Background: an optimization exercise with open tools, aiming at small area and a short achievable clock period. Do not read the settings as production practice.
The RTL was checked by simulation tests, not by an equivalence proof against the original design.
Power and IR drop assume default switching activity.

==> flow/design.v <==
package riscv_pipe_pkg;
	typedef logic [32-1:0] word_t;
	typedef logic [5-1:0] reg_addr_t;
	localparam logic [6:0] OPC_OP     = 7'b0110011;	 
	localparam logic [6:0] OPC_OP_IMM = 7'b0010011;	 
	localparam logic [6:0] OPC_LUI    = 7'b0110111;
endpackage
module reg_file (
	input  logic                      clk,
	input  logic                      reset,
	input  logic [32-1:1]      sel1,
	input  logic [32-1:1]      sel2,
	output riscv_pipe_pkg::word_t     rs1_data,
	output riscv_pipe_pkg::word_t     rs2_data,
	input  logic                      wr_valid,
	input  riscv_pipe_pkg::reg_addr_t wr_rd,
	input  riscv_pipe_pkg::word_t     wr_data,
	output logic [32-1:1]      written_next	 
);
	riscv_pipe_pkg::word_t regs [1:32-1];
	logic [32-1:1] written;
	logic [32-1:1] we;
	always_comb begin
		for (int k = 1; k < 32; k++) begin
			we[k] = wr_valid && (wr_rd == k);
		end
	end
	assign written_next = written | we;
	always_ff @(posedge clk) begin
		if (reset) begin
			written <= '0;
		end else begin
			written <= written_next;
		end
	end
	always_ff @(posedge clk) begin
		for (int k = 1; k < 32; k++) begin
			if (we[k]) begin
				regs[k] <= wr_data;
			end
		end
	end
	always_comb begin
		rs1_data = '0;
		rs2_data = '0;
		for (int k = 1; k < 32; k++) begin
			rs1_data = rs1_data | ({32{sel1[k]}} & regs[k]);
			rs2_data = rs2_data | ({32{sel2[k]}} & regs[k]);
		end
	end
endmodule
module alu (
	input  riscv_pipe_pkg::word_t a,
	input  riscv_pipe_pkg::word_t b,	 
	input  logic                  sub,	 
	input  logic                  arith,	 
	input  logic [3:0]            sh_lo,
	input  logic [3:0]            sh_mid,
	input  logic [1:0]            sh_r,
	input  logic [1:0]            sh_l,
	input  logic                  sel_add,
	input  logic                  sel_slt,
	input  logic                  sel_sltu,
	input  logic                  sel_xor,
	input  logic                  sel_or,
	input  logic                  sel_and,
	output riscv_pipe_pkg::word_t result
);
	logic [32+1:0]    t;
	riscv_pipe_pkg::word_t sum;
	logic                cout;
	logic                lt_u;
	logic                lt_s;
	logic                fill;
	logic [32+14:0]   r0;	 
	logic [32+11:0]   r1;
	riscv_pipe_pkg::word_t r2;
	logic [32+14:0]   l0;	 
	logic [32+11:0]   l1;
	riscv_pipe_pkg::word_t l2;
	riscv_pipe_pkg::word_t sh;
	assign t     = {1'b0, a, 1'b1} + {1'b0, b, sub};
	assign sum   = t[32:1];
	assign cout  = t[32+1];
	assign lt_u  = ~cout;
	assign lt_s  = ~(lt_u ^ a[32-1] ^ b[32-1]);	 
	assign fill = arith & a[32-1];
	assign r0   = {{15{fill}}, a};
	assign l0   = {a, 15'b0};
	always_comb begin
		for (int i = 0; i < 32 + 12; i++) begin
			r1[i] = (sh_lo[0] & r0[i]) | (sh_lo[1] & r0[i+1]) |
				(sh_lo[2] & r0[i+2]) | (sh_lo[3] & r0[i+3]);
			l1[i] = (sh_lo[0] & l0[i+3]) | (sh_lo[1] & l0[i+2]) |
				(sh_lo[2] & l0[i+1]) | (sh_lo[3] & l0[i]);
		end
		for (int i = 0; i < 32; i++) begin
			r2[i] = (sh_mid[0] & r1[i]) | (sh_mid[1] & r1[i+4]) |
				(sh_mid[2] & r1[i+8]) | (sh_mid[3] & r1[i+12]);
			l2[i] = (sh_mid[0] & l1[i+12]) | (sh_mid[1] & l1[i+8]) |
				(sh_mid[2] & l1[i+4]) | (sh_mid[3] & l1[i]);
		end
		for (int i = 0; i < 32; i++) begin
			sh[i] = (sh_r[0] & r2[i]) | (sh_r[1] & (i < 16 ? r2[i+16] : fill)) |
				(sh_l[0] & l2[i]) | (sh_l[1] & (i >= 16 ? l2[i-16] : 1'b0));
		end
	end
	assign result = ({32{sel_add}} & sum) |
		({32{sel_xor}} & (a ^ b)) |
		({32{sel_or}}  & (a | b)) |
		({32{sel_and}} & (a & b)) |
		sh |
		{{(32-1){1'b0}}, (sel_slt & lt_s) | (sel_sltu & lt_u)};
endmodule
module riscv_pipe (
	input  logic        clk,
	input  logic        reset,
	input  logic        instr_valid,
	input  logic [31:0] instr,
	output logic        wb_valid,
	output logic [4:0]  wb_rd,
	output logic [31:0] wb_data
);
	logic        ir_valid;
	logic [31:0] ir;
	logic        id_valid;
	logic [31:7] id_ir;
	logic        id_lui;
	logic        id_imm;	 
	logic [32-1:1] id_sel1, id_sel2;	 
	logic        id_fwd1_a, id_fwd1_b;	 
	logic        id_fwd2_a, id_fwd2_b;	 
	logic        ex_valid;
	logic [4:0]  ex_rd;
	riscv_pipe_pkg::word_t ex_a;
	riscv_pipe_pkg::word_t ex_b;	 
	logic [3:0]  ex_sh_lo, ex_sh_mid;	 
	logic [1:0]  ex_sh_r, ex_sh_l;
	logic        ex_sub, ex_arith;
	logic        ex_sel_add, ex_sel_slt, ex_sel_sltu, ex_sel_xor;
	logic        ex_sel_or, ex_sel_and;
	riscv_pipe_pkg::word_t alu_result;
	logic        wb_v;	 
	logic [4:0]  wb_r;
	logic        wb_vn;	 
	logic [4:0]  wb_rn;
	riscv_pipe_pkg::word_t wb_d;	 
	riscv_pipe_pkg::word_t wb_dn;	 
	riscv_pipe_pkg::word_t wb_fwd;
	always_ff @(posedge clk) begin
		ir_valid <= instr_valid && !reset;
		ir       <= instr;
	end
	logic [4:0] ir_rs1, ir_rs2;
	assign ir_rs1 = ir[19:15];
	assign ir_rs2 = ir[24:20];
	logic is_op, is_opimm, is_lui, legal;
	always_comb begin
		is_op    = ir[6:0] == riscv_pipe_pkg::OPC_OP;
		is_opimm = ir[6:0] == riscv_pipe_pkg::OPC_OP_IMM;
		is_lui   = ir[6:0] == riscv_pipe_pkg::OPC_LUI;
		legal    = 1'b0;
		if (is_op) begin
			legal = (ir[31:25] == 7'b0000000) ||
				(ir[31:25] == 7'b0100000 && (ir[14:12] == 3'b000 || ir[14:12] == 3'b101));
		end else if (is_opimm) begin
			case (ir[14:12])
				3'b001:  legal = ir[31:25] == 7'b0000000;
				3'b101:  legal = ir[31:25] == 7'b0000000 || ir[31:25] == 7'b0100000;
				default: legal = 1'b1;
			endcase
		end else if (is_lui) begin
			legal = 1'b1;
		end
	end
	logic use_a, use_b, f1a, f1b, f2a, f2b;
	logic [32-1:1] written_next;
	logic [32-1:1] sel1_next, sel2_next;
	assign use_a = !is_lui && ir_rs1 != '0;
	assign use_b = is_op && ir_rs2 != '0;
	assign f1a   = use_a && id_valid && id_ir[11:7] == ir_rs1;
	assign f1b   = use_b && id_valid && id_ir[11:7] == ir_rs2;
	assign f2a   = use_a && !f1a && ex_valid && ex_rd == ir_rs1;
	assign f2b   = use_b && !f1b && ex_valid && ex_rd == ir_rs2;
	always_comb begin
		for (int k = 1; k < 32; k++) begin
			sel1_next[k] = use_a && !f1a && !f2a && written_next[k] && ir_rs1 == k;
			sel2_next[k] = use_b && !f1b && !f2b && written_next[k] && ir_rs2 == k;
		end
	end
	always_ff @(posedge clk) begin
		id_valid  <= ir_valid && legal && !reset;
		id_ir     <= ir[31:7];
		id_lui    <= is_lui;
		id_imm    <= !is_op;
		id_sel1   <= sel1_next;
		id_sel2   <= sel2_next;
		id_fwd1_a <= f1a;
		id_fwd1_b <= f1b;
		id_fwd2_a <= f2a;
		id_fwd2_b <= f2b;
	end
	logic [2:0] id_f3;
	assign id_f3 = id_ir[14:12];
	riscv_pipe_pkg::word_t rf1, rf2;
	reg_file u_reg_file (
		.clk          (clk),
		.reset        (reset),
		.sel1         (id_sel1),
		.sel2         (id_sel2),
		.rs1_data     (rf1),
		.rs2_data     (rf2),
		.wr_valid     (!wb_vn),
		.wr_rd        (~wb_rn),
		.wr_data      (wb_fwd),
		.written_next (written_next)
	);
	riscv_pipe_pkg::word_t imm, a_rd, b_rd;
	assign imm  = id_lui ? {id_ir[31:12], 12'b0} : {{20{id_ir[31]}}, id_ir[31:20]};
	assign a_rd = rf1 | ({32{id_fwd2_a}} & wb_fwd);
	assign b_rd = rf2 | ({32{id_fwd2_b}} & wb_fwd) | ({32{id_imm}} & imm);
	logic alt;
	assign alt = id_ir[30] && (!id_imm || id_f3 == 3'b101);
	logic sub, sel_sr, sel_sl;
	riscv_pipe_pkg::word_t b_next;
	assign sub    = !id_lui && (id_f3 == 3'b010 || id_f3 == 3'b011 || (id_f3 == 3'b000 && alt));
	assign b_next = (id_fwd1_b ? alu_result : b_rd) ^ {32{sub}};
	assign sel_sr = !id_lui && id_f3 == 3'b101;
	assign sel_sl = !id_lui && id_f3 == 3'b001;
	always_ff @(posedge clk) begin
		ex_valid    <= id_valid && !reset;
		ex_rd       <= id_ir[11:7];
		ex_a        <= id_fwd1_a ? alu_result : a_rd;
		ex_b        <= b_next;
		ex_sh_lo    <= 4'b0001 << b_next[1:0];
		ex_sh_mid   <= 4'b0001 << b_next[3:2];
		ex_sh_r     <= {sel_sr && b_next[4], sel_sr && !b_next[4]};
		ex_sh_l     <= {sel_sl && b_next[4], sel_sl && !b_next[4]};
		ex_sub      <= sub;
		ex_arith    <= alt;
		ex_sel_add  <= !id_lui && id_f3 == 3'b000;
		ex_sel_slt  <= !id_lui && id_f3 == 3'b010;
		ex_sel_sltu <= !id_lui && id_f3 == 3'b011;
		ex_sel_xor  <= !id_lui && id_f3 == 3'b100;
		ex_sel_or   <= id_lui || id_f3 == 3'b110;
		ex_sel_and  <= !id_lui && id_f3 == 3'b111;
	end
	alu u_alu (
		.a        (ex_a),
		.b        (ex_b),
		.sub      (ex_sub),
		.arith    (ex_arith),
		.sh_lo    (ex_sh_lo),
		.sh_mid   (ex_sh_mid),
		.sh_r     (ex_sh_r),
		.sh_l     (ex_sh_l),
		.sel_add  (ex_sel_add),
		.sel_slt  (ex_sel_slt),
		.sel_sltu (ex_sel_sltu),
		.sel_xor  (ex_sel_xor),
		.sel_or   (ex_sel_or),
		.sel_and  (ex_sel_and),
		.result   (alu_result)
	);
	always_ff @(posedge clk) begin
		wb_v <= ex_valid && !reset;
		wb_r <= ex_rd;
		wb_d  <= alu_result;
		wb_vn <= !(ex_valid && !reset);
		wb_rn <= ~ex_rd;
		wb_dn <= ~alu_result;
	end
	assign wb_fwd   = ~wb_dn;
	assign wb_valid = wb_v;
	assign wb_rd    = wb_r;
	assign wb_data  = wb_d;
endmodule
==> flow/run.sh <==
#!/bin/bash
# synth_recipe.tcl (not shown) runs the flow's synth.tcl, then flattens the netlist and writes it again
# the make line also repeats each setting of config.mk as NAME=value (left out here)
make -C /OpenROAD-flow-scripts/flow DESIGN_CONFIG=/design/flow/config.mk WORK_HOME=/design/flow/orfs CLKGATE_MAP_FILE= SYNTH_SCRIPT=/design/flow/synth_recipe.tcl finish
==> flow/config.mk <==
export PLATFORM = sky130hd
export DESIGN_NAME = riscv_pipe
export DESIGN_NICKNAME = riscv_pipe
export VERILOG_FILES = /design/flow/design.v
export SDC_FILE = /design/flow/constraint.sdc
export NUM_CORES = 4
export LEC_CHECK = 0
export CAP_MARGIN = 20
export CORE_MARGIN = 2
export CORE_UTILIZATION = 50
export CTS_CLUSTER_DIAMETER = 100
export CTS_CLUSTER_SIZE = 24
export PLACE_DENSITY = 0.55
export SETUP_SLACK_MARGIN = 3.9
export SLEW_MARGIN = 20
export TNS_END_PERCENT = 20
==> flow/constraint.sdc <==
create_clock -name core_clock -period 6.5 [get_ports {clk}]
set_input_delay 1.3000 -clock core_clock [delete_from_list [all_inputs] [get_ports {clk}]]
set_output_delay 1.3000 -clock core_clock [all_outputs]
set_load 0.01 [all_outputs]
==> results of run 1 <==
==> kinds of logic (layout without fill, tap and decap cells) <==
family	Yosys count	count (layout)	share of synthesized area [%]
AOI/OAI and AO/OA	1508	1508	20.91
xor gates and xnor gates	64	64	1.036
adders and majority gates	65	65	1.459
buffers and inverters	466	684	3.180
DFF	1316	1316	64.47
muxes	2	2	0.03558
other	0	12	0
and+or+nand+nor	1012	1012	8.910
==> power breakdown <==
part	switching (W)	total [W]	leakage (nW)	internal [W]
Combinational	0.000710	0.00109	9.11	0.000376
Clock	0.00288	0.00494	0.973	0.00206
Sequential	0.000135	0.00935	11.8	0.00921
==> synth_stat cells, types with 22 or more instances <==
cell type,n
clkbuf_1,243
a22o_1,258
a21o_1,23
a221oi_1,303
a22oi_1,421
nand3_1,93
a222oi_1,50
dfxtp_1,324
inv_1,151
a41oi_1,24
nor2_1,135
nand4_1,193
nand2_1,323
o21ai_0,116
nor3_1,122
buf_1,50
a21oi_1,140
o2111ai_1,22
xnor2_1,42
ha_1,64
edfxtp_1,992
==> routing by layer <==
layer | vias to the layer above | GRT usage (%) | share of wire (%)
li1 | 18350 | - | -
met1 | 24500 | 65.28 | 34
met2 | 6013 | 65.12 | 38
met3 | 1696 | 24.33 | 19
met4 | 26 | 30.13 | 8.6
met5 | - | 1.185 | 0.094
==> how the worst min path moves through the flow <==
stage,start,to,cells after the start
after CTS,ir[7]$_DFF_P_,id_ir[7]$_DFF_P_,0
after global routing,ir[7]$_DFF_P_,id_ir[7]$_DFF_P_,0
final,ir[8]$_DFF_P_,id_ir[8]$_DFF_P_,0
after detailed placement,ir[7]$_DFF_P_,id_ir[7]$_DFF_P_,0
after global placement,ir[9]$_DFF_P_,id_ir[9]$_DFF_P_,0
after floorplan,ir[10]$_DFF_P_,id_ir[10]$_DFF_P_,0
==> stage by stage <==
| stage | setup slack, ps | cells |
|---|---|---|
| 2_1_floorplan | 3851 | 4433 |
| 3_3_place_gp | 2825 | 5841 |
| 3_5_place_dp | 2833 | 5842 |
| 4_1_cts | 3582 | 6101 |
| 5_1_grt | 3620 | 6153 |
| 6_report | 3503 | 6163 |
==> final cells by class <==
| type | count | area (um^2) |
|---|---|---|
| timing repair inverter | 1 | 5.005 |
| sequential | 1316 | 36560 |
| multi-input combinational | 2651 | 20170 |
| tap | 1500 | 1877 |
| timing repair buffer | 404 | 3707 |
| antenna | 12 | 30.03 |
| clock buffer | 113 | 1892 |
| fill | 9253 | 47030 |
| clock inverter | 10 | 156.4 |
| inverter | 156 | 615.6 |
==> state kept, by name, indices dropped and copies added (netlist names), 2 cells and up <==
register / flops
wb_r: 5
ex_sh_r: 2
id_ir: 25
wb_dn: 32
ex_b: 32
ex_a: 32
ex_sh_mid: 4
u_reg_file.written: 31
ex_sh_lo: 4
wb_d: 32
wb_rn: 5
id_sel2: 31
u_reg_file.regs: 992
ex_sh_l: 2
id_sel1: 31
ir: 32
ex_rd: 5
==> timing repair <==
item | in CTS | in global routing
pin swaps | 109 | 74
gates resized for setup | 430 | 118
setup buffers | 132 | 50
setup endpoints to repair | 388 | 453
gates cloned | 4 | 0
==> worst reg2reg max path, cell delays in order, from the launching register on <==
cell and delay (ps):
dfxtp_1 330, nor2b_1 250, nand2_1 310, nor2_4 920, buf_4 740
==> qor.csv, run 1 <==
metric,value,unit
outcome,timing/DRC/antenna clean,
skew,47.15,ps
p_leak,21.86,nW
final_area,65010,um^2
initial_core_util,50.22,%
die_area,115200,um^2
cp.arrival,3330,ps
ys_warn_count,4,
cp-startpoint,wb_rn[1]$_DFF_P_,
grt_pass1_vias,46040,
end_kind,register,
drv_slew,0,
gp_routability_congestion,1.111,
maxCapViolCount,0,
port_buffers,72,
grt_pass1_wl,390700,um
root_buffer,clkbuf_16,
cp.required,6830,ps
rsz0062_at_grt,true,
setup_viol,0,
synthTopCellsByArea,"edfxtp_1, dfxtp_1, a22oi_1, a221oi_1, a22o_1",
cts_buffers,67,
ys_seq_elements,1316,
drtPass1Iterations,14,
core_area,112000,um^2
die_x,339.5,um
worstReg2RegStart,wb_rn[1]$_DFF_P_,
hold-worst-slack,313.5,ps
track_usage,49.61,%
start_kind,register,
cp_num_cells,4,
powerDensity,236.4,nW/um^2
grt_max_degree,55,
syn_to_final_growth,15.54,%
postCtsHoldBufs,0,
drive_above_1_share,18.06,%
path_class,register to register,
regToRegEndpoint,u_reg_file.regs[28][24]$_DFFE_PP_,
die_h,339.5,um
r2r_slack,3500,ps
power,0.01537,W
finalNetCount,4697,
vias,50590,
ioPinCount,73,
cts_tree,built,
synthCells,4433,
clock_path_buffers,3,
vias_per_cell,8.208,
syn_avg_cell_area,12.69,um^2
finalSetupTns,0,ps
period_needed,2997,ps
grt_antenna_before_repair,19,
synth_nets,4533,
clk-insertion-delay-late,730,ps
synth-edff-count,992,
async_flop_share,0,%
reg2regPathDepth,4,
htreeDepth,3,
cp_top_family,simple AND/OR/NAND/NOR gates,
cts.sinks,1316,
post-route-util,58.03,%
cp_max_fo,21,
clk_pin_slew,90,ps
place_area,59220,um^2
path_cells,nor2b_1 -> nand2_1 -> nor2_4 -> buf_4,
final_common_cell,edfxtp_1,
fin_crit_sh,46.11,%
tightest_slew,1241,ps
drtIter0Drc,13260,
cp_num_buf_inv,1,
hold_path_class,register to register,
synth_ff_type,edfxtp_1,
wl,295100,um
slew_headroom,17.26,%
syn-cell-area,56270,um^2
rows,123,
vdd_drop_max,247.6,uV
max_stage_delay,920,ps
hold_viol,0,
endpoint,u_reg_file.regs[28][24]$_DFFE_PP_,
avgRoutedWirePerCell,47.89,um
drcViolationCount,0,
grt_overflow_total,0,
ant_nets,0,
post-dp-hpwl,170700,um
synth_seq_area_share,64.47,%
synth.distinct_cells,88,
fmax,0.3336,GHz
layout_common_cells,"edfxtp_1, a22oi_1, nand2_1",
synth_top_cell_by_area,edfxtp_1,
critPathSlowestCell,nor2_4,
synth.top_cell.area_share,52.94,%
==> inputs of run 2 (changes only) <==
--- a/flow/config.mk
+++ b/flow/config.mk
@@ -13,4 +13,4 @@
 export PLACE_DENSITY = 0.55
 export SETUP_SLACK_MARGIN = 3.9
 export SLEW_MARGIN = 20
-export TNS_END_PERCENT = 20
+export TNS_END_PERCENT = 100
==> qor.csv, run 2 <==
metric,value,unit
outcome,timing/DRC/antenna clean,
slew_headroom,17.14,%
setup_viol,0,
die_area,115200,um^2
drtPass1Iterations,14,
synth.distinct_cells,88,
clock_path_buffers,3,
ys_warn_count,4,
yosysMostFrequentCell,edfxtp_1,
largest-register,u_reg_file.regs,
synth_common_cells,"edfxtp_1, a22oi_1, dfxtp_1",
grt_use_met1,63.49,%
cp.arrival,3540,ps
fill_cells,9228,
period_needed,2894,ps
end_kind,register,
root_buffer,clkbuf_16,
synth_nets,4533,
dp_cells,5850,
top_usage_layer,met2,
syn-cell-area,56270,um^2
hold_viol,0,
cp.required,7150,ps
power,0.01545,W
grt_pass1_vias,46910,
synthTopCellsByArea,"edfxtp_1, dfxtp_1, a22oi_1, a221oi_1, a22o_1",
clk_pin_slew,100,ps
largest_reg_flops,992,
ant_nets,0,
instances_no_fill,6226,
hold_path_class,register to register,
vias_per_cell,8.205,
vdd_drop_max,259.0,uV
multi_input_area,20740,um^2
track_usage,49.91,%
vias,51090,
wl,297300,um
grtUsageMet2,66.86,%
cp_max_fo,4,
gp_routability_congestion,1.051,
avgRoutedWirePerCell,47.75,um
grt_max_degree,54,
ioPinCount,73,
grt_overflow_total,0,
ys_seq_elements,1316,
path_cells,inv_4 -> ha_4 -> and3_4 -> nand2_4 -> a221o_2 -> buf_6 -> a211oi_4 -> buf_4 -> o2111ai_1 -> nor3b_2 -> buf_6 -> a32oi_4 -> xnor2_2,
seqCellArea,36590,um^2
dp_slack,2762,ps
grt_antenna_before_repair,20,
start_kind,register,
path_class,register to register,
synth-edff-count,992,
setup_ws,3606,ps
die_x,339.5,um
drtIter0Drc,13390,
async_flop_share,0,%
skew,55.25,ps
tightest_slew,1243,ps
final_common_cell,edfxtp_1,
fmax,0.3456,GHz
p_leak,22.12,nW
clk-insertion-delay-late,720,ps
drv_slew,0,
hold-worst-slack,332.8,ps
met3_usage,25.53,%
initial_core_util,50.22,%
cts_buffers,68,
maxCapViolCount,0,
rows,123,
finalSetupTns,0,ps
cp_num_buf_inv,4,
powerDensity,233.2,nW/um^2
drive_above_1_share,21.71,%
fin_crit_sh,44.52,%
cp_top_family,compound AO/OA/AOI/OAI gates,
critPathMostFrequentCell,buf_6,
max_stage_delay,450,ps
port_buffers,72,
synth.top_cell.area_share,52.94,%
cts.sinks,1316,
postCtsHoldBufs,0,
synthCells,4433,
finalNetCount,4754,
layout_common_cells,"edfxtp_1, a22oi_1, a221oi_1",
cts_tree,built,
drcViolationCount,0,
synth_ff_type,edfxtp_1,
die_h,339.5,um
syn_to_final_growth,17.74,%
syn_avg_cell_area,12.69,um^2
core_area,112000,um^2
htreeDepth,3,
grt_pass1_wl,393900,um
synth_seq_area_share,64.47,%
rsz0062_at_grt,true,
critPathSlowestCell,a221o_2,
synth_top_cell_by_area,edfxtp_1,
post-dp-hpwl,176900,um
==> run 2: cell type report <==
class                   instances  share of cell area, %
inverters                     156                 0.9632
diodes                         18                0.06799
well taps                    1500                  2.833
clock inverters                11                 0.2814
repair inverters                1               0.007554
clock buffers                 113                  2.856
flip-flops and latches       1316                  55.24
multi-input cells            2651                  31.31
repair buffers                460                  6.442
==> run 2: where the power goes <==
| part | switching [W] | internal [W] |
|---|---|---|
| logic | 0.000739 | 0.000412 |
| clock network | 0.00288 | 0.00208 |
| registers | 0.000129 | 0.00921 |
==> run 2: metal layers <==
metal,up-vias,routed length [um]
met5,-,632
li1,18490,-
met4,32,25580
met1,24620,100800
met2,6167,114900
met3,1777,55280
==> run 2: kinds of logic (layout without fill, tap and decap cells) <==
group,after synthesis,after routing,share of synthesized area (%)
AO/OA/AOI/OAI,1508,1508,20.91
XOR/XNOR,64,64,1.036
adder cells (fa/ha/maj),65,65,1.459
buffers and inverters,466,741,3.180
flip-flops,1316,1316,64.47
multiplexers,2,2,0.03558
other,0,18,0
AND/OR/NAND/NOR,1012,1012,8.910
==> run 2: worst paths after layout <==
| check | slack, ps | startpoint | cells past startpoint | endpoint |
|---|---|---|---|---|
| worst max register to register | 3610 | ex_b[9]$_DFF_P_ | 13 | ex_b[19]$_DFF_P_ |
| worst min register to register | 330 | ir[7]$_DFF_P_ | 0 | id_ir[7]$_DFF_P_ |
| worst max-delay path | 3610 | ex_b[9]$_DFF_P_ | 13 | ex_b[19]$_DFF_P_ |
| worst min-delay path | 330 | ir[7]$_DFF_P_ | 0 | id_ir[7]$_DFF_P_ |
==> run 2: repair_timing <==
action	in CTS	in global routing
hold endpoints to repair	0	0
pin swaps	132	142
setup endpoints to repair	437	235
gates resized for setup	563	249
buffers inserted	144	81
gates cloned	7	2
==> run 2: through the flow <==
stage	util, %	cell area (um^2)
after detailed placement	52.92	59290
after CTS	57.65	64590
after global placement	52.91	59280
after floorplan	-	56380
final	59.13	66250
after global routing	59.09	66210
==> run 2: worst reg2reg max path, delay by kind of cell (launching register included) <==
kind / cells / cell delay (ps)
buf+inv: 4 / 520
compound gates: 4 / 1100
flops: 1 / 390
xor+xnor: 1 / 140
simple gates: 3 / 440
fa+ha+maj: 1 / 270
==> inputs of run 3 (changes only) <==
--- a/flow/design.v
+++ b/flow/design.v
@@ -4,6 +4,10 @@
 	localparam logic [6:0] OPC_OP     = 7'b0110011;	 
 	localparam logic [6:0] OPC_OP_IMM = 7'b0010011;	 
 	localparam logic [6:0] OPC_LUI    = 7'b0110111;
+	typedef struct packed {
+		logic       add, slt, sltu, xr, orr, an;
+		logic [1:0] sh_r, sh_l;
+	} rsel_t;
 endpackage
 module reg_file (
 	input  logic                      clk,
@@ -56,34 +60,30 @@
 	input  logic                  arith,	 
 	input  logic [3:0]            sh_lo,
 	input  logic [3:0]            sh_mid,
-	input  logic [1:0]            sh_r,
-	input  logic [1:0]            sh_l,
-	input  logic                  sel_add,
-	input  logic                  sel_slt,
-	input  logic                  sel_sltu,
-	input  logic                  sel_xor,
-	input  logic                  sel_or,
-	input  logic                  sel_and,
-	output riscv_pipe_pkg::word_t result
+	output riscv_pipe_pkg::word_t sum,
+	output logic                  lt_s,
+	output logic                  lt_u,
+	output riscv_pipe_pkg::word_t x,	 
+	output riscv_pipe_pkg::word_t o,	 
+	output riscv_pipe_pkg::word_t n,	 
+	output riscv_pipe_pkg::word_t r2,	 
+	output riscv_pipe_pkg::word_t l2,	 
+	output logic                  fill
 );
 	logic [32+1:0]    t;
-	riscv_pipe_pkg::word_t sum;
 	logic                cout;
-	logic                lt_u;
-	logic                lt_s;
-	logic                fill;
 	logic [32+14:0]   r0;	 
 	logic [32+11:0]   r1;
-	riscv_pipe_pkg::word_t r2;
 	logic [32+14:0]   l0;	 
 	logic [32+11:0]   l1;
-	riscv_pipe_pkg::word_t l2;
-	riscv_pipe_pkg::word_t sh;
 	assign t     = {1'b0, a, 1'b1} + {1'b0, b, sub};
 	assign sum   = t[32:1];
 	assign cout  = t[32+1];
 	assign lt_u  = ~cout;
 	assign lt_s  = ~(lt_u ^ a[32-1] ^ b[32-1]);	 
+	assign x = a ^ b;
+	assign o = a | b;
+	assign n = a & b;
 	assign fill = arith & a[32-1];
 	assign r0   = {{15{fill}}, a};
 	assign l0   = {a, 15'b0};
@@ -100,17 +100,7 @@
 			l2[i] = (sh_mid[0] & l1[i+12]) | (sh_mid[1] & l1[i+8]) |
 				(sh_mid[2] & l1[i+4]) | (sh_mid[3] & l1[i]);
 		end
-		for (int i = 0; i < 32; i++) begin
-			sh[i] = (sh_r[0] & r2[i]) | (sh_r[1] & (i < 16 ? r2[i+16] : fill)) |
-				(sh_l[0] & l2[i]) | (sh_l[1] & (i >= 16 ? l2[i-16] : 1'b0));
-		end
-	end
-	assign result = ({32{sel_add}} & sum) |
-		({32{sel_xor}} & (a ^ b)) |
-		({32{sel_or}}  & (a | b)) |
-		({32{sel_and}} & (a & b)) |
-		sh |
-		{{(32-1){1'b0}}, (sel_slt & lt_s) | (sel_sltu & lt_u)};
+	end
 endmodule
 module riscv_pipe (
 	input  logic        clk,
@@ -135,11 +125,25 @@
 	riscv_pipe_pkg::word_t ex_a;
 	riscv_pipe_pkg::word_t ex_b;	 
 	logic [3:0]  ex_sh_lo, ex_sh_mid;	 
-	logic [1:0]  ex_sh_r, ex_sh_l;
 	logic        ex_sub, ex_arith;
-	logic        ex_sel_add, ex_sel_slt, ex_sel_sltu, ex_sel_xor;
-	logic        ex_sel_or, ex_sel_and;
+	riscv_pipe_pkg::rsel_t       ex_sel;
 	riscv_pipe_pkg::word_t alu_result;
+	riscv_pipe_pkg::word_t alu_sum, alu_x, alu_o, alu_n, alu_r2, alu_l2;
+	logic        alu_lt_s, alu_lt_u, alu_fill;
+	function automatic riscv_pipe_pkg::word_t pick(
+		input riscv_pipe_pkg::rsel_t s,
+		input riscv_pipe_pkg::word_t sum, x, o, n, r2, l2,
+		input logic lt_s, lt_u, fill
+	);
+		riscv_pipe_pkg::word_t r;
+		for (int i = 0; i < 32; i++) begin
+			r[i] = (s.add & sum[i]) | (s.xr & x[i]) | (s.orr & o[i]) | (s.an & n[i]) |
+				(s.sh_r[0] & r2[i]) | (s.sh_r[1] & (i < 16 ? r2[(i+16)%32] : fill)) |
+				(s.sh_l[0] & l2[i]) | (s.sh_l[1] & (i >= 16 ? l2[(i+16)%32] : 1'b0));
+		end
+		r[0] = r[0] | (s.slt & lt_s) | (s.sltu & lt_u);
+		pick = r;
+	endfunction
 	logic        wb_v;	 
 	logic [4:0]  wb_r;
 	logic        wb_vn;	 
@@ -222,28 +226,36 @@
 	logic alt;
 	assign alt = id_ir[30] && (!id_imm || id_f3 == 3'b101);
 	logic sub, sel_sr, sel_sl;
-	riscv_pipe_pkg::word_t b_next;
+	riscv_pipe_pkg::word_t a_next, b_next;
+	riscv_pipe_pkg::rsel_t sel_a, sel_b;
 	assign sub    = !id_lui && (id_f3 == 3'b010 || id_f3 == 3'b011 || (id_f3 == 3'b000 && alt));
-	assign b_next = (id_fwd1_b ? alu_result : b_rd) ^ {32{sub}};
+	assign sel_a  = ex_sel & {10{id_fwd1_a}};
+	assign sel_b  = ex_sel & {10{id_fwd1_b}};
+	assign a_next = pick(sel_a, alu_sum, alu_x, alu_o, alu_n, alu_r2, alu_l2, alu_lt_s, alu_lt_u, alu_fill) |
+		(a_rd & {32{!id_fwd1_a}});
+	riscv_pipe_pkg::word_t b_val;
+	assign b_val  = pick(sel_b, alu_sum, alu_x, alu_o, alu_n, alu_r2, alu_l2, alu_lt_s, alu_lt_u, alu_fill) |
+		(b_rd & {32{!id_fwd1_b}});
+	assign b_next = b_val ^ {32{sub}};
 	assign sel_sr = !id_lui && id_f3 == 3'b101;
 	assign sel_sl = !id_lui && id_f3 == 3'b001;
 	always_ff @(posedge clk) begin
-		ex_valid    <= id_valid && !reset;
-		ex_rd       <= id_ir[11:7];
-		ex_a        <= id_fwd1_a ? alu_result : a_rd;
-		ex_b        <= b_next;
-		ex_sh_lo    <= 4'b0001 << b_next[1:0];
-		ex_sh_mid   <= 4'b0001 << b_next[3:2];
-		ex_sh_r     <= {sel_sr && b_next[4], sel_sr && !b_next[4]};
-		ex_sh_l     <= {sel_sl && b_next[4], sel_sl && !b_next[4]};
-		ex_sub      <= sub;
-		ex_arith    <= alt;
-		ex_sel_add  <= !id_lui && id_f3 == 3'b000;
-		ex_sel_slt  <= !id_lui && id_f3 == 3'b010;
-		ex_sel_sltu <= !id_lui && id_f3 == 3'b011;
-		ex_sel_xor  <= !id_lui && id_f3 == 3'b100;
-		ex_sel_or   <= id_lui || id_f3 == 3'b110;
-		ex_sel_and  <= !id_lui && id_f3 == 3'b111;
+		ex_valid     <= id_valid && !reset;
+		ex_rd        <= id_ir[11:7];
+		ex_a         <= a_next;
+		ex_b         <= b_next;
+		ex_sh_lo     <= 4'b0001 << b_val[1:0];
+		ex_sh_mid    <= 4'b0001 << b_val[3:2];
+		ex_sel.sh_r  <= {sel_sr && b_val[4], sel_sr && !b_val[4]};
+		ex_sel.sh_l  <= {sel_sl && b_val[4], sel_sl && !b_val[4]};
+		ex_sub       <= sub;
+		ex_arith     <= alt;
+		ex_sel.add   <= !id_lui && id_f3 == 3'b000;
+		ex_sel.slt   <= !id_lui && id_f3 == 3'b010;
+		ex_sel.sltu  <= !id_lui && id_f3 == 3'b011;
+		ex_sel.xr    <= !id_lui && id_f3 == 3'b100;
+		ex_sel.orr   <= id_lui || id_f3 == 3'b110;
+		ex_sel.an    <= !id_lui && id_f3 == 3'b111;
 	end
 	alu u_alu (
 		.a        (ex_a),
@@ -252,16 +264,17 @@
 		.arith    (ex_arith),
 		.sh_lo    (ex_sh_lo),
 		.sh_mid   (ex_sh_mid),
-		.sh_r     (ex_sh_r),
-		.sh_l     (ex_sh_l),
-		.sel_add  (ex_sel_add),
-		.sel_slt  (ex_sel_slt),
-		.sel_sltu (ex_sel_sltu),
-		.sel_xor  (ex_sel_xor),
-		.sel_or   (ex_sel_or),
-		.sel_and  (ex_sel_and),
-		.result   (alu_result)
+		.sum      (alu_sum),
+		.lt_s     (alu_lt_s),
+		.lt_u     (alu_lt_u),
+		.x        (alu_x),
+		.o        (alu_o),
+		.n        (alu_n),
+		.r2       (alu_r2),
+		.l2       (alu_l2),
+		.fill     (alu_fill)
 	);
+	assign alu_result = pick(ex_sel, alu_sum, alu_x, alu_o, alu_n, alu_r2, alu_l2, alu_lt_s, alu_lt_u, alu_fill);
 	always_ff @(posedge clk) begin
 		wb_v <= ex_valid && !reset;
 		wb_r <= ex_rd;
--- a/flow/config.mk
+++ b/flow/config.mk
@@ -7,10 +7,10 @@
 export LEC_CHECK = 0
 export CAP_MARGIN = 20
 export CORE_MARGIN = 2
-export CORE_UTILIZATION = 50
+export CORE_UTILIZATION = 60
 export CTS_CLUSTER_DIAMETER = 100
 export CTS_CLUSTER_SIZE = 24
-export PLACE_DENSITY = 0.55
-export SETUP_SLACK_MARGIN = 3.9
+export PLACE_DENSITY = 0.65
+export SETUP_SLACK_MARGIN = 3.7
 export SLEW_MARGIN = 20
 export TNS_END_PERCENT = 100
==> qor.csv, run 3 <==
metric,value,unit
htreeDepth,3,
synth_top_cell_by_area,edfxtp_1,
grt_pass1_wl,366900,um
synth_nets,4601,
max_stage_delay,600,ps
synthCells,4501,
hold_path_class,register to register,
grt_max_degree,55,
drive_above_1_share,14.34,%
fmax,0.3306,GHz
ant_nets,0,
outcome,timing/DRC/antenna clean,
critPathSlowestCell,nand4_1,
synth_common_cells,"edfxtp_1, a22oi_1, dfxtp_1",
synth.top_cell.area_share,52.26,%
synth-edff-count,992,
tightest_slew,1294,ps
finalSetupTns,0,ps
die_x,312.2,um
avgRoutedWirePerCell,47.41,um
vias_per_cell,8.731,
final_common_cell,edfxtp_1,
core_area,94590,um^2
cts.sinks,1316,
largest-register,u_reg_file.regs,
clk-insertion-delay-late,710,ps
p_leak,21.29,nW
synth_seq_area_share,63.64,%
ys_warn_count,4,
dp_slack,3023,ps
setup_ws,3475,ps
rsz0062_at_grt,true,
wl,278200,um
synth_ff_type,edfxtp_1,
synth.distinct_cells,88,
root_buffer,clkbuf_16,
vdd_drop_max,274.4,uV
async_flop_share,0,%
fin_crit_sh,46.54,%
syn-cell-area,57000,um^2
cts_buffers,67,
port_buffers,72,
hold_viol,0,
cts_tree,built,
rows,113,
powerDensity,236.2,nW/um^2
skew,47.99,ps
finalNetCount,4630,
layout_common_cells,"edfxtp_1, a22oi_1, a22o_1",
ys_seq_elements,1316,
drtIter0Drc,14500,
path_class,register to register,
grt_overflow_total,0,
drtPass1Iterations,17,
grt_pass1_vias,45860,
vias,51230,
synthTopCellsByArea,"edfxtp_1, dfxtp_1, a22oi_1, a22o_1, a221oi_1",
yosysMostFrequentCell,edfxtp_1,
period_needed,3025,ps
syn_to_final_growth,11.70,%
syn_avg_cell_area,12.66,um^2
postCtsHoldBufs,0,
initial_core_util,60.26,%
clk_pin_slew,100,ps
start_kind,register,
end_kind,register,
largest_reg_flops,992,
die_h,312.2,um
cp.arrival,3590,ps
setup_viol,0,
r2r_slack,3480,ps
drv_slew,0,
power,0.01504,W
grt_antenna_before_repair,18,
die_area,97480,um^2
drcViolationCount,0,
slew_headroom,13.72,%
post-dp-hpwl,156700,um
cp_max_fo,27,
gp_routability_congestion,1.091,
ioPinCount,73,
track_usage,54.71,%
cp.required,7070,ps
maxCapViolCount,0,
path_cells,buf_4 -> a22oi_1 -> nand3_1 -> nor4_1 -> nand4_1 -> o21a_1 -> a41o_1 -> xnor2_1,
clock_path_buffers,3,
## run 3: cell types whose count changed in the layout (fill, tap and decap cells not counted), sizes merged, moves of 17 or more
cell / change
buf: -181
nand2: -48
a22oi: +37
a22o: +30
dlygate4sd2: +30
a221oi: -29
a21o: +24
or2: +19
nand4: -17
## run 3: cell type report
cell class	count	area, um^2
multi-input cells	2693	20070
fillers	6914	30920
inverters	153	600.6
repair buffers	295	2748
diodes	21	52.55
clock buffers	109	1887
repair inverters	4	20.02
clock inverters	11	148.9
flip-flops and latches	1316	36560
well taps	1265	1583
## run 3: through the flow
stage | hold slack (ps) | util [%] | area [um^2] | instances
floorplan | 309.6 | - | 57050 | 4501
global placement | 311.3 | 62.72 | 59320 | 5630
detailed placement | 312.1 | 62.74 | 59350 | 5631
CTS | 327.8 | 65.76 | 62200 | 5777
global route | 328.6 | 67.26 | 63620 | 5848
finish | 323.4 | 67.31 | 63670 | 5867
## run 3: what timing repair did
item / in CTS / in global routing
gates resized for setup: 214 / 195
setup endpoints to repair: 152 / 107
pin swaps: 27 / 66
setup buffers: 25 / 58
cloned: 1 / 10
## run 3: logic make-up after synthesis
logic type | count (synthesis) | synth area share, %
compound gates | 1609 | 22.08
xor+xnor | 71 | 1.091
fa+ha+maj | 65 | 1.440
buf+inv | 492 | 3.387
flops | 1316 | 63.64
mux | 5 | 0.08781
simple gates | 943 | 8.269
## run 3: metal layers
layer,track usage (%),vias to the layer above,part of all wire [%]
li1,-,18360,-
met2,71.19,6607,37
met4,36.61,50,10
met3,32.64,2168,21
met5,2.853,-,0.37
met1,67.41,24040,31
## run 3: path summary, 6_finish.rpt
kind / from / to / cells past startpoint
setup / recovery: id_sel2[8]$_DFF_P_ / ex_b[22]$_DFF_P_ / 8
hold / removal: ir[11]$_DFF_P_ / id_ir[11]$_DFF_P_ / 0
setup reg to reg: id_sel2[8]$_DFF_P_ / ex_b[22]$_DFF_P_ / 8
hold reg to reg: ir[11]$_DFF_P_ / id_ir[11]$_DFF_P_ / 0
## run 3: power by group
part           internal [W]  total (W)  switching [W]
Sequential          0.00919    0.00932       0.000133
Clock               0.00206    0.00487        0.00281
Combinational      0.000264   0.000841       0.000577
## run 3: worst max-delay path, delay by kind of cell, from the launching register on
kind | cells | cell delay, ps
XOR/XNOR | 1 | 110
AO/OA/AOI/OAI | 3 | 810
AND/OR/NAND/NOR | 3 | 1020
buffers and inverters | 1 | 450
flip-flops | 1 | 450
==> inputs of run 4 (changes only) <==
--- a/flow/design.v
+++ b/flow/design.v
@@ -233,10 +233,8 @@
 	assign sel_b  = ex_sel & {10{id_fwd1_b}};
 	assign a_next = pick(sel_a, alu_sum, alu_x, alu_o, alu_n, alu_r2, alu_l2, alu_lt_s, alu_lt_u, alu_fill) |
 		(a_rd & {32{!id_fwd1_a}});
-	riscv_pipe_pkg::word_t b_val;
-	assign b_val  = pick(sel_b, alu_sum, alu_x, alu_o, alu_n, alu_r2, alu_l2, alu_lt_s, alu_lt_u, alu_fill) |
-		(b_rd & {32{!id_fwd1_b}});
-	assign b_next = b_val ^ {32{sub}};
+	assign b_next = (pick(sel_b, alu_sum, alu_x, alu_o, alu_n, alu_r2, alu_l2, alu_lt_s, alu_lt_u, alu_fill) |
+		(b_rd & {32{!id_fwd1_b}})) ^ {32{sub}};
 	assign sel_sr = !id_lui && id_f3 == 3'b101;
 	assign sel_sl = !id_lui && id_f3 == 3'b001;
 	always_ff @(posedge clk) begin
@@ -244,10 +242,10 @@
 		ex_rd        <= id_ir[11:7];
 		ex_a         <= a_next;
 		ex_b         <= b_next;
-		ex_sh_lo     <= 4'b0001 << b_val[1:0];
-		ex_sh_mid    <= 4'b0001 << b_val[3:2];
-		ex_sel.sh_r  <= {sel_sr && b_val[4], sel_sr && !b_val[4]};
-		ex_sel.sh_l  <= {sel_sl && b_val[4], sel_sl && !b_val[4]};
+		ex_sh_lo     <= 4'b0001 << b_next[1:0];
+		ex_sh_mid    <= 4'b0001 << b_next[3:2];
+		ex_sel.sh_r  <= {sel_sr && b_next[4], sel_sr && !b_next[4]};
+		ex_sel.sh_l  <= {sel_sl && b_next[4], sel_sl && !b_next[4]};
 		ex_sub       <= sub;
 		ex_arith     <= alt;
 		ex_sel.add   <= !id_lui && id_f3 == 3'b000;
--- a/flow/config.mk
+++ b/flow/config.mk
@@ -10,7 +10,8 @@
 export CORE_UTILIZATION = 60
 export CTS_CLUSTER_DIAMETER = 100
 export CTS_CLUSTER_SIZE = 24
+export GPL_ROUTABILITY_DRIVEN = 0
 export PLACE_DENSITY = 0.65
-export SETUP_SLACK_MARGIN = 3.7
+export SETUP_SLACK_MARGIN = 3.8
 export SLEW_MARGIN = 20
 export TNS_END_PERCENT = 100
==> qor.csv, run 4 <==
metric,value,unit
root_buffer,clkbuf_16,
finalSetupTns,0,ps
p_leak,20.95,nW
ys_warn_count,4,
async_flop_share,0,%
clk-insertion-delay-late,790,ps
htreeDepth,2,
place_area,58760,um^2
initial_core_util,60.43,%
vdd_drop_max,324.7,uV
finalNetCount,4568,
synthTopCellsByArea,"edfxtp_1, dfxtp_1, a22oi_1, a221oi_1, a22o_1",
outcome,timing/DRC/antenna clean,
powerDensity,236.2,nW/um^2
synthCells,4427,
die_h,310.4,um
synth.distinct_cells,94,
period_needed,2909,ps
cts.sinks,1316,
avgRoutedWirePerCell,47.25,um
p_sw_share,23.48,%
synth_top_cell_by_area,edfxtp_1,
hold-worst-slack,325.5,ps
drcViolationCount,0,
grt_max_degree,69,
cts_tree,built,
clock_path_buffers,3,
wl,273900,um
vias_per_cell,8.729,
syn_to_final_growth,11.29,%
synth_seq_area_share,64.41,%
slew_headroom,16.70,%
clk_pin_slew,110,ps
start_kind,register,
seqCellArea,36580,um^2
die_x,310.4,um
rows,112,
cp.arrival,3550,ps
dp_cells,5576,
min-delay-start,ir[10]$_DFF_P_,
cp_max_fo,18,
synth_nets,4527,
seq_power_share,62.9,%
maxCapViolCount,0,
post-dp-hpwl,155400,um
setup_viol,0,
fmax,0.3438,GHz
ant_nets,0,
cp.required,7140,ps
path_class,register to register,
die_area,96330,um^2
fill_cells,6829,
drv_slew,0,
rsz0062_at_grt,true,
syn_avg_cell_area,12.72,um^2
power,0.01480,W
p_clk_share,31.3,%
grt_pass1_wl,361800,um
end_kind,register,
synth.top_cell.area_share,52.89,%
grt_overflow_total,0,
ys_seq_elements,1316,
vias,50610,
tightest_slew,1250,ps
port_buffers,72,
p_sw,0.003475,W
grt_pass1_vias,45170,
cts_buffers,61,
synth_common_cells,"edfxtp_1, a22oi_1, nand2_1",
postCtsHoldBufs,0,
largest-register,u_reg_file.regs,
power.share.combinational,5.8,%
drtPass1Iterations,17,
synth_ff_type,edfxtp_1,
skew,67.88,ps
drive_above_1_share,14.09,%
hold_path_class,register to register,
yosysMostFrequentCell,edfxtp_1,
track_usage,55.44,%
fin_crit_sh,44.75,%
drtIter0Drc,14520,
p_int,0.01133,W
largest_reg_flops,992,
multi_input_area,19470,um^2
synth-edff-count,992,
hold_viol,0,
worstReg2RegStart,id_sel1[12]$_DFF_P_,
layout_common_cells,"edfxtp_1, a22oi_1, nand2_1",
grt_antenna_before_repair,25,
final_common_cell,edfxtp_1,
final_area,62670,um^2
instances_no_fill,5798,
cp-startpoint,id_sel1[12]$_DFF_P_,
syn-cell-area,56320,um^2
core_area,93190,um^2
ioPinCount,73,
## run 4: cell types whose count changed in the layout (fill, tap and decap cells not counted), sizes merged, moves of 16 or more
cell and delta:
a22oi +29, a31oi -19, o21ai -25, a21o -16, a21oi +16, a41oi -20, nand2 +56, nand4 +27
a22o -46
## run 4: logic make-up (layout without fill, tap and decap cells)
logic type / Yosys count / after routing / synth area share [%]
AO/OA/AOI/OAI: 1498 / 1498 / 20.77
XOR/XNOR: 77 / 77 / 1.224
adder cells (fa/ha/maj): 65 / 65 / 1.457
buffers and inverters: 461 / 555 / 3.235
flip-flops: 1316 / 1316 / 64.41
multiplexers: 3 / 3 / 0.05776
other: 0 / 23 / 0
AND/OR/NAND/NOR: 1007 / 1007 / 8.847
## run 4: path summary, 6_finish.rpt
path                  endpoint  slack [ps]  cells past startpoint
max            ex_a[9]$_DFF_P_        3590                      7
min          id_ir[10]$_DFF_P_         330                      0
max reg2reg    ex_a[9]$_DFF_P_        3590                      7
min reg2reg  id_ir[10]$_DFF_P_         330                      0
## run 4: what timing repair did
action | in CTS | in global routing
resized for setup | 242 | 180
pin swaps | 37 | 52
gates cloned | 0 | 1
setup endpoints to repair | 253 | 143
setup buffers | 33 | 49
## run 4: metrics by stage
step	setup WS (ps)	util, %
final	3591	67.25
after global routing	3637	67.20
after CTS	3731	66.00
after detailed placement	3194	63.06
after global placement	3128	62.98
after floorplan	3811	-
## run 4: area by class of cell
| type | count | area share (%) |
|---|---|---|
| Sequential cell | 1316 | 58.36 |
| Multi-Input combinational cell | 2650 | 31.06 |
| Timing Repair Buffer | 290 | 4.119 |
| Inverter | 149 | 0.9143 |
| Tap cell | 1254 | 2.503 |
| Antenna cell | 23 | 0.09183 |
| Clock buffer | 111 | 2.769 |
| Clock inverter | 5 | 0.1837 |
## run 4: per-layer routing
metal	track usage (%)	part of all wire [%]	vias to the layer above
met3	34.08	21	2177
met4	39.19	11	49
met1	67.90	31	23830
met5	1.011	0.25	-
li1	-	-	17990
met2	70.93	36	6568
## run 4: worst max-delay path: stages (launching register included)
cell and delay (ps):
dfxtp_2 680, buf_4 490, a22o_1 310, a221oi_1 270
nand4_1 200, nor3_4 500, a21oi_1 80, a21o_1 190
## run 4: power groups by stage
stage | sequential [W] | combinational, W | clock [W]
3_5_place_dp | 0.00951 | 0.000715 | 0
3_3_place_gp | 0.00951 | 0.000704 | 0
2_1_floorplan | 0.00945 | 0.000449 | 0
4_1_cts | 0.00931 | 0.000749 | 0.00455
5_1_grt | 0.00932 | 0.000886 | 0.00482
6_report | 0.00932 | 0.000857 | 0.00463

## what the ideal ports hide
The results above use ideal ports. As a check the final layouts listed here were re-extracted and re-timed, cells and wires unchanged.
Step 1, drivers: a clkbuf_16 drives clk and a buf_2 each remaining input, both assumed.
Step 2 also shifts input and output timing later by t, the mid clock arrival at the registers, as if the neighbouring blocks saw the same clock.
Slacks: ideal / step 1 / step 2; pairs: ideal / step 1.
| run | t, ns | setup slack, ns | hold slack, ns | clock arrival spread, ns | worst data-port slew with drivers (ns) |
|---|---|---|---|---|---|
| run 1 | 0.775 | 3.503 / 3.503 / 3.503 | 0.314 / 0.314 / 0.314 | 0.050 / 0.050 | 0.07 |
| run 2 | 0.772 | 3.606 / 3.606 / 3.606 | 0.333 / 0.333 / 0.333 | 0.055 / 0.055 | 0.09 |
| run 3 | 0.764 | 3.475 / 3.475 / 3.475 | 0.323 / 0.323 / 0.323 | 0.050 / 0.050 | 0.10 |
| run 4 | 0.826 | 3.591 / 3.591 / 3.591 | 0.326 / 0.326 / 0.326 | 0.073 / 0.074 | 0.03 |
After both steps setup and hold are still met in every run listed.
